Context: an optimization exercise on an open-source flow, tuned for small area, a short achievable clock period and few clock cycles. The choices shown serve that exercise and are no tape-out recipe.
No activity file was given, so power comes from the tool's default toggle rates.

==> flow/design.v (excerpt) <==
module rectangle_subtract (
    input  logic        i_clk,
    input  logic        i_rst_n,
    input  logic        i_rect_valid,
    output logic        o_rect_ready,
    input  logic [15:0] i_rect_x,
    input  logic [15:0] i_rect_y,
    input  logic [15:0] i_rect_width,
    input  logic [15:0] i_rect_height,
    input  logic        i_cfg_valid,
    output logic        o_cfg_ready,
    input  logic [1:0]  i_cfg_index,
    input  logic [15:0] i_cfg_data,
    output logic        o_piece_valid,
    input  logic        i_piece_ready,
    output logic [15:0] o_piece_x,
    output logic [15:0] o_piece_y,
    output logic [15:0] o_piece_width,
    output logic [15:0] o_piece_height,
    output logic [2:0]  o_piece_side,
    output logic        o_piece_last
);
    localparam int IM = 0;
    logic [15:0] r_cx, r_cy, r_cw, r_ch;
    logic [16:0] r_cr, r_cb, cr_s, cb_s;
    logic        r_wr;
    assign o_cfg_ready = 1'b1;
    always_ff @(posedge i_clk) begin
        if (!i_rst_n || (i_cfg_valid && i_cfg_index == 2'd0)) r_cx <= i_rst_n ? i_cfg_data : '0;
        if (!i_rst_n || (i_cfg_valid && i_cfg_index == 2'd1)) r_cy <= i_rst_n ? i_cfg_data : '0;
        if (!i_rst_n || (i_cfg_valid && i_cfg_index == 2'd2)) r_cw <= i_rst_n ? i_cfg_data : '0;
        if (!i_rst_n || (i_cfg_valid && i_cfg_index == 2'd3)) r_ch <= i_rst_n ? i_cfg_data : '0;
    end
    always_ff @(posedge i_clk) begin
        if (r_wr) begin
            r_cr <= cr_s;
            r_cb <= cb_s;
        end
        r_wr <= !i_rst_n || i_cfg_valid;
    end
    logic [16:0] in_rr, in_rb;
    logic        in_top, in_bot, in_left, in_right, in_cont, in_ovl, in_hpos;
    logic        ov_l, ov_t, ov_r, ov_b;
    logic [4:0]  in_pend;
  ...
For scale: about 1,300 cells after synthesis, ~240 flip-flops, about 160 I/O pins, roughly 15,000 sq um of cells after synthesis.
clock: 5.0 ns
lec_check: 0
cap_margin: 20
core_margin: 2
core_utilization: 40
setup_slack_margin: 2.5
slew_margin: 20
run.sh (not shown) runs the stock make flow with config.mk's settings and CLKGATE_MAP_FILE= SYNTH_SCRIPT=/design/flow/synth_recipe.tcl, a recipe that flattens the netlist after the stock synthesis.
Change:
--- a/flow/design.v
+++ b/flow/design.v
@@ -1,14 +1,13 @@
 module rs_serial #(
     parameter int AM = 2
 ) (
     input  logic        i_clk,
     input  logic        i_rst_n,
     input  logic        i_load,
-    input  logic [4:0]  i_mask,
-    input  logic        i_some,
+    input  logic [4:0]  i_pend,
     input  logic [15:0] i_x,
     input  logic [15:0] i_y,
     input  logic [15:0] i_right,
     input  logic [15:0] i_bottom,
     input  logic [15:0] i_cx,
     input  logic [15:0] i_cy,
@@ -27,42 +26,50 @@
     output logic [15:0] o_width,
     output logic [15:0] o_height,
     output logic [2:0]  o_side,
     output logic        o_last
 );
     logic [15:0] r_x, r_y, r_r, r_b;
-    logic [4:0]  r_m, r_done;
-    logic        r_some;
-    logic [4:0]  pend, r_cur;
+    logic [4:0]  r_cur;
+    logic [4:1]  r_rest;
+    logic [4:0]  ld_cur, nx_cur;
+    logic [4:1]  ld_rest, nx_rest;
     logic        busy, last, move;
+    logic        r_busy, r_last;
     function automatic logic [4:0] first(input logic [4:0] p);
         if (p[0])      first = 5'b00001;
         else if (p[1]) first = 5'b00010;
         else if (p[2]) first = 5'b00100;
         else if (p[3]) first = 5'b01000;
         else           first = {p[4], 4'b0000};
     endfunction
-    assign pend   = (!r_some ? 5'b00000 : r_m[0] ? 5'b00001 : {r_m[4:1], 1'b0}) & ~r_done;
-    assign r_cur  = first(pend);
-    assign busy   = (pend != 5'b00000);
-    assign last   = ((pend & ~r_cur) == 5'b00000);
-    assign move   = busy && (!o_valid || i_ready);
-    assign o_free = !busy || (move && last);
+    assign ld_cur  = first(i_pend);
+    assign ld_rest = i_pend[4:1] & ~ld_cur[4:1];
+    assign nx_cur  = first({r_rest, 1'b0});
+    assign nx_rest = r_rest & ~nx_cur[4:1];
+    assign busy    = r_busy;
+    assign last    = r_last;
+    assign move    = busy && (!o_valid || i_ready);
+    assign o_free  = !busy || (move && last);
     always_ff @(posedge i_clk) begin
         if (!i_rst_n) begin
-            r_some <= 1'b0;
-            r_done <= '0;
+            r_cur  <= '0;
+            r_rest <= '0;
+            r_busy <= 1'b0;
+            r_last <= 1'b1;
         end else if (i_load) begin
-            r_some <= i_some;
-            r_done <= '0;
+            r_cur  <= ld_cur;
+            r_rest <= ld_rest;
+            r_busy <= (i_pend != 5'b00000);
+            r_last <= (ld_rest == 4'b0000);
         end else if (move) begin
-            r_done <= r_done | r_cur;
-        end
-    end
-    always_ff @(posedge i_clk) begin
-        if (i_load) r_m <= i_mask;
+            r_cur  <= nx_cur;
+            r_rest <= nx_rest;
+            r_busy <= !last;
+            r_last <= (nx_rest == 4'b0000);
+        end
     end
     always_ff @(posedge i_clk) begin
         if (i_load || (move && r_cur[1])) r_y <= i_load ? i_y : i_cy;
         if (i_load || (move && r_cur[2])) r_b <= i_load ? i_bottom : i_cb;
         if (i_load) begin
             r_x <= i_x;
@@ -243,21 +250,22 @@
     rs_cmp3 #(.N(16)) u_ovt (.i_a(i_rect_y), .i_b(i_rect_height), .i_c({1'b0, r_cy}), .i_ge(1'b0), .o_gt(ov_t));
     rs_cmp #(.N(17)) u_ovr (.i_a(r_cr), .i_b({1'b0, i_rect_x}), .i_ge(1'b0), .o_gt(ov_r));
     rs_cmp #(.N(17)) u_ovb (.i_a(r_cb), .i_b({1'b0, i_rect_y}), .i_ge(1'b0), .o_gt(ov_b));
     assign in_cont  = !in_top && !in_left && !in_bot && !in_right;
     assign in_ovl   = ov_l && ov_t && ov_r && ov_b;
     assign in_hpos  = (r_ch != 16'd0) && (i_rect_height != 16'd0);
-    assign in_pend  = {in_right && in_hpos, in_left && in_hpos, in_bot, in_top, !in_ovl};
+    assign in_pend  = in_cont ? 5'b00000 :
+                      !in_ovl ? 5'b00001 :
+                      {in_right && in_hpos, in_left && in_hpos, in_bot, in_top, 1'b0};
     logic       rfree, accept;
     logic       r_cq;
     rs_serial u_rs_serial (
         .i_clk    (i_clk),
         .i_rst_n  (i_rst_n),
         .i_load   (accept),
-        .i_mask   (in_pend),
-        .i_some   (!in_cont),
+        .i_pend   (in_pend),
         .i_x      (i_rect_x),
         .i_y      (i_rect_y),
         .i_right  (in_rr[15:0]),
         .i_bottom (in_rb[15:0]),
         .i_cx     (r_cx),
         .i_cy     (r_cy),
Result: Total power is lower by about 3%; worst hold slack improved by 49 ps; global-route usage increases by 0.34 points; non-clock buffer count goes down by 5; sequential share of layout area stays flat; flip-flop and latch count went down by 1; cell count came out lower by about 2%; routed wire length is lower by 2.1%; clock skew hardly moves; clock power drops by about 10%; first-iteration DRC count drops by about 12%; cell area went down by about 1%.
No run of this note included a check of the RTL's function; only the layout flow was run.

-- separate check: timing with driven ports --
Ports are ideal in the flow. The routed layouts listed here were re-timed in OpenROAD.
Step 1 sets driving cells, clkbuf_16 on the clock port and buf_2 on the other inputs (assumed; they add their load-dependent delay and slew).
Step 2, shift: input delay + t, output delay - t, t = (earliest + latest rising clock arrival at the registers) / 2. This alone moves slack from input paths to output paths.
Three values: ideal, step 1, step 2; two values: the first two.
run | shift t [ns] | setup WS [ns] | worst data-port slew with drivers (ns)
the first run | 0.603 | 1.077 / 1.077 / 1.077 | 0.08
the second run | 0.593 | 1.684 / 1.684 / 1.294 | 0.07
After both steps setup and hold are still met in every run listed. For the second run, which loses most, drivers alone change the setup slack by 0.000 ns; drivers and shift together by -0.390 ns.
